What follows belongs to an exercise in optimizing a design on an open flow for small area, a short achievable clock period and few clock cycles per item; a production flow would make more cautious choices.
In this exercise RTL edits were held to simulation tests only and were not proved equivalent to the original.
Power is estimated from default activity; no workload was simulated.

## rpn_stack_evaluator
module rpn_stack_evaluator #(
  parameter int unsigned STACK_DEPTH = rse_pkg::STACK_DEPTH_DEF
) (
  input  logic                            clk,
  input  logic                            rst_n,
  input  logic                            in_valid,
  output logic                            in_stall,
  input  logic [34:0]                     in_data,
  output logic                            out_valid,
  input  logic                            out_stall,
  output logic [34:0]                     out_data,
  input  logic                            cfg_psel,
  input  logic                            cfg_penable,
  input  logic                            cfg_pwrite,
  input  logic [rse_pkg::CFG_ADDR_W-1:0]  cfg_paddr,
  input  logic [rse_pkg::CFG_DATA_W-1:0]  cfg_pwdata,
  output logic [rse_pkg::CFG_DATA_W-1:0]  cfg_prdata,
  output logic                            cfg_pready
);
  rse_pkg::in_t  in_d;
  assign in_d = rse_pkg::in_t'(in_data);
  localparam int unsigned W   = rse_pkg::WORD_W;
  localparam int unsigned MD  = STACK_DEPTH - 2;           
  localparam int unsigned DW  = $clog2(STACK_DEPTH + 1);
  localparam logic [DW-1:0] FULL = DW'(STACK_DEPTH);
  function automatic logic [2*W-1:0] csa(input logic [W-1:0] a,
                                         input logic [W-1:0] b,
                                         input logic [W-1:0] c);
    logic [W-1:0] s, cy;
    s  = a ^ b ^ c;
    cy = (a & b) | (a & c) | (b & c);
    csa = {cy[W-2:0], 1'b0, s};
  endfunction
  function automatic logic [5:0] lzc32(input logic [31:0] x);
    logic [15:0] v1; logic [15:0] c1;
    logic [7:0]  v2; logic [15:0] c2;
    logic [3:0]  v3; logic [11:0] c3;
    logic [1:0]  v4; logic [7:0]  c4;
    logic        v5; logic [4:0]  c5;
    for (int i = 0; i < 16; i++) begin
      v1[i] = ~x[2*i+1] & ~x[2*i];
      c1[i] = ~x[2*i+1];
    end
    for (int i = 0; i < 8; i++) begin
      v2[i]       = v1[2*i+1] & v1[2*i];
      c2[2*i +: 2] = v1[2*i+1] ? {1'b1, c1[2*i]} : {1'b0, c1[2*i+1]};
    end
  ...
Size: ~5200 cells after synthesis, ~150 I/O pins, about 0.061 sq mm of cells after synthesis.
clock: 7.0 ns
lec_check: 0
cap_margin: 40
core_margin: 2
core_utilization: 45
setup_slack_margin: 3.8
slew_margin: 30
tns_end_percent: 5
run.sh (not shown) runs the stock make flow with config.mk's settings and CLKGATE_MAP_FILE= SYNTH_SCRIPT=/design/flow/synth_recipe.tcl, a recipe that flattens the netlist after the stock synthesis.
Testbench counts at the start, summed over its fixed seeds: cycles 19,850, programs 960.
Rerun with:
Settings changed: CORE_UTILIZATION 45 to 60, SETUP_SLACK_MARGIN 3.8 to 3.6, TNS_END_PERCENT 5 to 0.
The changed run completed without violations; cell count came out lower by about 7%; worst setup slack is better by 29 ps; count of clock-buffer cells in the layout came out lower by 9; routed wire length came out lower by about 5.6%; clock power came out lower by about 5.7%; hold slack stays flat; total power came out lower by about 4%; critical path depth came out lower by 7.
Rerun with:
Settings changed: CORE_UTILIZATION 60 to 50.
Worst setup slack gains 91 ps.
Total power came out lower by about 1.9%.
Clock skew falls by 19 ps.
First-iteration DRC count shrinks by 18%.
Sequential power went up by about 1%.
Synthesized area stays the same.
Design area rises by about 0.6%.
Rerun with:
Settings changed: CORE_UTILIZATION 50 to 45.
=> Sequential power falls by about 0.6%; total power grows by 2.1%; utilization went down by 6.0 points; clock-buffer cell count came out lower by 3; routed wire length rose by 2.4%; fmax fell by 3.5%; cell area barely changes; worst setup slack loses 130 ps.

red:
rpn_stack_evaluator again, from the RTL that the note above started with.
Settings: LEC_CHECK=0, CAP_MARGIN=40, CORE_MARGIN=2, CORE_UTILIZATION=40, SETUP_SLACK_MARGIN=3.6, SLEW_MARGIN=30, TNS_END_PERCENT=5; clock period 7.0 ns.
Testbench counts of red, summed over its fixed seeds: cycles 19,850, programs 960.
Setup changes, red to blue
Settings: CORE_UTILIZATION changed from 40 to 50; TNS_END_PERCENT changed from 5 to 0; SETUP_SLACK_MARGIN changed from 3.6 to 3.3.
==> comparison <==
- Between blue and red, it is blue whose post-detailed-placement cell area is lower, by about 1.1%.
- In terms of mux cell area share after synthesis, red and blue differ only marginally.
- Run comparison: red type of the setup path with the least slack reg -> reg; blue type of the setup path with the least slack in -> reg
- Setup slack: blue less than red
- Compared with red, in blue count of standard-cell rows now sits lower, clock distribution power now smaller, initial core utilization increased 10 points, number of buffer and inverter stages on the critical path -3.
- Full die area ends up lower on blue.
- blue: met3 track demand over resource in global routing higher than red
- Number of clock buffer instances in the layout: blue vs red up 4

==> port drivers added, routing unchanged <==
How much do the figures lean on ideal ports? The routed layouts below were timed once more, with nothing changed but the port constraints.
Step 1 assumes that a clkbuf_16 drives the clock port and a buf_2 every other input.
Step 2 moves the port delays by t, midway between the first and last clock arrival at a register: inputs arrive t later, outputs are due t later. That takes back most of the time a late clock gives input paths.
a / b / c = ideal ports / drivers / drivers and shift; a / b = the first two.
run | t, ns | setup slack, ns | worst setup path after step 2 | pins driven straight from the clock port
the first run of note 1 | 0.877 | 3.250 / 3.250 / 2.612 | input to register | 1
the second run of note 1 | 0.843 | 3.278 / 3.259 / 2.417 | input to register | 1
the third run of note 1 | 0.873 | 3.369 / 3.369 / 2.555 | input to register | 1
the fourth run of note 1 | 0.849 | 3.238 / 3.238 / 2.478 | input to register | 1
red | 0.850 | 3.308 / 3.308 / 2.646 | input to register | 1
blue | 0.857 | 3.104 / 3.117 / 2.306 | input to register | 1
After both steps setup and hold are still met in every run listed. The setup slack of the second run of note 1, which loses most, moves by -0.019 ns with the drivers and by -0.861 ns with both steps.
